This design comes from an exercise in tuning for small area, a short achievable clock period and few clock cycles per item on the open sky130 flow, not from production work.
Only simulation tests tie the RTL to the original design; equivalence was not proved.

Setup of old:
==> flow/design.v <==
module aes_key_expand #(
  parameter int KEY_BITS = 256
) (
  input  logic                clk,
  input  logic                rst,
  input  logic                start,
  input  logic [KEY_BITS-1:0] key_in,
  output logic                busy,
  output logic [127:0]        rk_out,
  output logic [3:0]          rk_idx,
  output logic                rk_valid,
  input  logic                rk_ready,
  output logic                done
);
  logic [255:0] st;      
  logic [3:0]   idx;     
  logic         act;     
  logic         vld;     
  logic [31:0]  sw, p0, p1, p2, p3, rc;
  logic [127:0] nw;
  logic [7:0]   rcon;
  logic         adv;
  for (genvar b = 0; b < 4; b++) begin : g_sbox
    aes_ks_sbox u_sbox (.x(st[224+8*b +: 8]), .y(sw[8*b +: 8]));
  end
  aes_ks_mix u_mix (.sw(sw), .rot(!idx[0]), .p({p3, p2, p1, p0}), .nw(nw));
  assign busy     = vld;
  assign rk_valid = vld;
  assign rk_out   = st[127:0];
  assign rk_idx   = idx;
  always_comb begin
    rcon = 8'h01 << idx[3:1];
    rc = idx[0] ? 32'h0 : {24'h0, rcon};
    p0 = st[31:0] ^ rc;
    p1 = p0 ^ st[63:32];
    p2 = p1 ^ st[95:64];
    p3 = p2 ^ st[127:96];
    adv = rk_ready;
  end
  logic sel_ld, sel_sh, sel_hd;
  assign sel_ld = !act;
  assign sel_sh = act && adv;
  assign sel_hd = act && !adv;
  logic [255:0] st_d, st_n;
  assign st_n = {nw, st[255:128]};
  for (genvar j = 0; j < 256; j++) begin : g_sel
    aes_ks_sel u_sel (.ld(sel_ld), .sh(sel_sh), .hd(sel_hd), .k(key_in[j]),
                      .n(st_n[j]), .q(st[j]), .d(st_d[j]));
  end
  always_ff @(posedge clk) begin
    st <= st_d;
  end
  always_ff @(posedge clk or posedge rst) begin
    if (rst) begin
      act <= 1'b0;
      vld <= 1'b0;
      idx <= 4'd0;
      done <= 1'b0;
    end else begin
      done <= 1'b0;
      if (!vld) vld <= start;
      else if (adv && idx == 4'd14) vld <= 1'b0;
      if (!act) begin
        idx <= 4'd0;
        if (start) act <= 1'b1;
      end else if (adv) begin
        idx <= idx + 4'd1;
        if (idx == 4'd14) begin
          act <= 1'b0;
          done <= 1'b1;
        end
      end
    end
  end
endmodule
module aes_ks_sbox (
  input  logic [7:0] x,
  output logic [7:0] y
);
  function automatic logic [7:0] sbox(input logic [7:0] x);
    logic u0, u1, u2, u3, u4, u5, u6, u7;
    logic t1, t2, t3, t4, t5, t6, t7, t8, t9, t10, t11, t12, t13, t14, t15, t16, t17, t18, t19;
    logic t20, t21, t22, t23, t24, t25, t26, t27;
    logic m1, m2, m3, m4, m5, m6, m7, m8, m9, m10, m11, m12, m13, m14, m15, m16, m17, m18, m19;
    logic m20, m21, m22, m23, m24, m25, m26, m27, m28, m29, m30, m31, m32, m33, m34, m35, m36;
    logic m37, m38, m39, m40, m41, m42, m43, m44, m45, m46, m47, m48, m49, m50, m51, m52, m53;
    logic m54, m55, m56, m57, m58, m59, m60, m61, m62, m63;
    logic l0, l1, l2, l3, l4, l5, l6, l7, l8, l9, l10, l11, l12, l13, l14, l15, l16, l17, l18;
    logic l19, l20, l21, l22, l23, l24, l25, l26, l27, l28, l29;
    u0 = x[7]; u1 = x[6]; u2 = x[5]; u3 = x[4]; u4 = x[3]; u5 = x[2]; u6 = x[1]; u7 = x[0];
    t1 = u0 ^ u3;   t2 = u0 ^ u5;   t3 = u0 ^ u6;   t4 = u3 ^ u5;   t5 = u4 ^ u6;
    t6 = t1 ^ t5;   t7 = u1 ^ u2;   t8 = u7 ^ t6;   t9 = u7 ^ t7;   t10 = t6 ^ t7;
    t11 = u1 ^ u5;  t12 = u2 ^ u5;  t13 = t3 ^ t4;  t14 = t6 ^ t11; t15 = t5 ^ t11;
    t16 = t5 ^ t12; t17 = t9 ^ t16; t18 = u3 ^ u7;  t19 = t7 ^ t18; t20 = t1 ^ t19;
    t21 = u6 ^ u7;  t22 = t7 ^ t21; t23 = t2 ^ t22; t24 = t2 ^ t10; t25 = t20 ^ t17;
    t26 = t3 ^ t16; t27 = t1 ^ t12;
    m1 = t13 & t6;  m2 = t23 & t8;  m3 = t14 ^ m1;  m4 = t19 & u7;  m5 = m4 ^ m1;
    m6 = t3 & t16;  m7 = t22 & t9;  m8 = t26 ^ m6;  m9 = t20 & t17; m10 = m9 ^ m6;
    m11 = t1 & t15; m12 = t4 & t27; m13 = m12 ^ m11; m14 = t2 & t10; m15 = m14 ^ m11;
    m16 = m3 ^ m2;  m17 = m5 ^ t24; m18 = m8 ^ m7;  m19 = m10 ^ m15; m20 = m16 ^ m13;
    m21 = m17 ^ m15; m22 = m18 ^ m13; m23 = m19 ^ t25; m24 = m22 ^ m23; m25 = m22 & m20;
    m26 = m21 ^ m25; m27 = m20 ^ m21; m28 = m23 ^ m25; m29 = m28 & m27; m30 = m26 & m24;
    m31 = m20 & m23; m32 = m27 & m31; m33 = m27 ^ m25; m34 = m21 & m22; m35 = m24 & m34;
    m36 = m24 ^ m25; m37 = m21 ^ m29; m38 = m32 ^ m33; m39 = m23 ^ m30; m40 = m35 ^ m36;
    m41 = m38 ^ m40; m42 = m37 ^ m39; m43 = m37 ^ m38; m44 = m39 ^ m40; m45 = m42 ^ m41;
    m46 = m44 & t6;  m47 = m40 & t8;  m48 = m39 & u7;  m49 = m43 & t16; m50 = m38 & t9;
    m51 = m37 & t17; m52 = m42 & t15; m53 = m45 & t27; m54 = m41 & t10; m55 = m44 & t13;
    m56 = m40 & t23; m57 = m39 & t19; m58 = m43 & t3;  m59 = m38 & t22; m60 = m37 & t20;
    m61 = m42 & t1;  m62 = m45 & t4;  m63 = m41 & t2;
    l0 = m61 ^ m62;  l1 = m50 ^ m56;  l2 = m46 ^ m48;  l3 = m47 ^ m55;  l4 = m54 ^ m58;
    l5 = m49 ^ m61;  l6 = m62 ^ l5;   l7 = m46 ^ l3;   l8 = m51 ^ m59;  l9 = m52 ^ m53;
    l10 = m53 ^ l4;  l11 = m60 ^ l2;  l12 = m48 ^ m51; l13 = m50 ^ l0;  l14 = m52 ^ m61;
    l15 = m55 ^ l1;  l16 = m56 ^ l0;  l17 = m57 ^ l1;  l18 = m58 ^ l8;  l19 = m63 ^ l4;
    l20 = l0 ^ l1;   l21 = l1 ^ l7;   l22 = l3 ^ l12;  l23 = l18 ^ l2;  l24 = l15 ^ l9;
    l25 = l6 ^ l10;  l26 = l7 ^ l9;   l27 = l8 ^ l10;  l28 = l11 ^ l14; l29 = l11 ^ l17;
    sbox[7] = l6 ^ l24;
    sbox[6] = ~(l16 ^ l26);
    sbox[5] = ~(l19 ^ l28);
    sbox[4] = l6 ^ l21;
    sbox[3] = l20 ^ l22;
    sbox[2] = l25 ^ l29;
    sbox[1] = ~(l13 ^ l27);
    sbox[0] = ~(l6 ^ l23);
  endfunction
  assign y = sbox(x);
endmodule
module aes_ks_mix (
  input  logic [31:0]  sw,
  input  logic         rot,
  input  logic [127:0] p,
  output logic [127:0] nw
);
  logic [31:0] t;
  assign t = rot ? {sw[7:0], sw[31:8]} : sw;
  assign nw = p ^ {4{t}};
endmodule
module aes_ks_sel (
  input  logic ld, sh, hd, k, n, q,
  output logic d
);
  assign d = (ld & k) | (sh & n) | (hd & q);
endmodule
export LEC_CHECK = 0
export CAP_MARGIN = 20
export CORE_MARGIN = 2
export CORE_UTILIZATION = 60
export SLEW_MARGIN = 20
export SYNTH_HIERARCHICAL = 1
export SYNTH_MINIMUM_KEEP_SIZE = 0
create_clock -name core_clock -period 22.0 [get_ports {clk}]
standard.sh (not shown) runs the stock make flow with config.mk's settings and CLKGATE_MAP_FILE= SYNTH_SCRIPT=/design/flow/synth_recipe.tcl, a recipe that flattens the netlist after the stock synthesis.
==> flow/flow/run.sh <==
#!/bin/bash
# Standard ORFS layout (the standard.sh), with these changes:
#  - synthesis is the standard flow's own script, but ABC maps with flow/abc.script (area-oriented);
#  - ports are buffered with the small sky130_fd_sc_hd__buf_1 instead of the default pick;
#  - clock tree synthesis inserts no dummy loads;
#  - timing repair aims for a slack margin that leaves TARGET_NS (flow/target.txt) of the
#    clock period, so the layout is sized for a shorter period than the constraint asks.
# Each step's full log is in orfs/logs/; the make output is in synth.log and layout.log here.
set -euo pipefail
here=$(pwd)
export FLOW_WORK=$here
export MY_ABC_SCRIPT=$here/flow/abc.script
target=$(cat flow/target.txt)
extra=()
if [[ "$target" != "none" ]]; then
  margin=$(python3 -c "print(round($FLOW_PERIOD_NS - $target, 3))")
  extra+=("SETUP_SLACK_MARGIN=$margin")
fi
bash standard.sh "SYNTH_SCRIPT=$here/flow/my_synth.tcl" synth > "$here/synth.log" 2>&1
bash standard.sh "CTS_ARGS=-sink_clustering_enable -repair_clock_nets -dont_use_dummy_load" "BUFFER_PORTS_ARGS=-buffer_cell sky130_fd_sc_hd__buf_1" "${extra[@]}" finish > "$here/layout.log" 2>&1
==> flow/flow/abc.script <==
strash
map -a
==> flow/flow/my_synth.tcl <==
# The standard synthesis script (synth_recipe.tcl, in the work folder), with one change:
# every ABC mapping call uses the script named by MY_ABC_SCRIPT instead of ORFS's.
proc abc {args} {
  set i [lsearch -exact $args -script]
  if {$i >= 0} { lset args [expr {$i + 1}] $::env(MY_ABC_SCRIPT) }
  yosys abc {*}$args
}
source $::env(FLOW_WORK)/synth_recipe.tcl
==> flow/flow/target.txt <==
5.85
Testbench counts of old, summed over its fixed seeds: cycles 3,072, round keys 2,880.
Input-level comparison between new and old:
diff --git a/flow/design.v b/flow/design.v
--- a/flow/design.v
+++ b/flow/design.v
@@ -36,20 +36,11 @@
     p2 = p1 ^ st[95:64];
     p3 = p2 ^ st[127:96];
     adv = rk_ready;
   end
-  logic sel_ld, sel_sh, sel_hd;
-  assign sel_ld = !act;
-  assign sel_sh = act && adv;
-  assign sel_hd = act && !adv;
-  logic [255:0] st_d, st_n;
-  assign st_n = {nw, st[255:128]};
-  for (genvar j = 0; j < 256; j++) begin : g_sel
-    aes_ks_sel u_sel (.ld(sel_ld), .sh(sel_sh), .hd(sel_hd), .k(key_in[j]),
-                      .n(st_n[j]), .q(st[j]), .d(st_d[j]));
-  end
   always_ff @(posedge clk) begin
-    st <= st_d;
+    if (!act) st <= key_in;
+    else if (adv) st <= {nw, st[255:128]};
   end
   always_ff @(posedge clk or posedge rst) begin
     if (rst) begin
       act <= 1'b0;
@@ -133,10 +124,4 @@
   logic [31:0] t;
   assign t = rot ? {sw[7:0], sw[31:8]} : sw;
   assign nw = p ^ {4{t}};
 endmodule
-module aes_ks_sel (
-  input  logic ld, sh, hd, k, n, q,
-  output logic d
-);
-  assign d = (ld & k) | (sh & n) | (hd & q);
-endmodule
[summary]
Of old and new, the higher xor and xnor fraction of the mapped netlist area belongs to old.
There was hardly any difference in fraction of final layout cells with drive strength greater than 1 between new and old.
In the tables for old and new, post-detailed-routing wire length reads lower with old.
Transition at the pin with the smallest max-transition slack came out lower on new than on old.
old leaves less setup margin than new.
The shortest period the worst path allows of new falls short of that of old by 26 ps.
Non-clock buffer total of the final layout: new vs old down about 0.5%
Testbench counts of new, summed over its fixed seeds: cycles 3,072, round keys 2,880.

[re-timing with driven ports]
How much do the figures lean on ideal ports? The routed layouts below were timed once more, with nothing changed but the port constraints.
Step 1: set_driving_cell puts a clkbuf_16 on clk and a buf_2 on each other input, an assumption about the parent block.
Step 2 also shifts input and output timing later by t, the mid clock arrival at the registers, as if the neighbouring blocks saw the same clock.
a / b / c = ideal ports / drivers / drivers and shift; a / b = the first two.
run | t (ns) | setup slack, ns | pins driven straight from the clock port
old | 0.589 | 16.323 / 16.293 / 15.766 | 1
new | 0.591 | 16.350 / 16.298 / 15.797 | 1
After both steps every run listed still meets setup and hold. The setup slack of old, which loses most, moves by -0.030 ns with the drivers and by -0.557 ns with both steps.
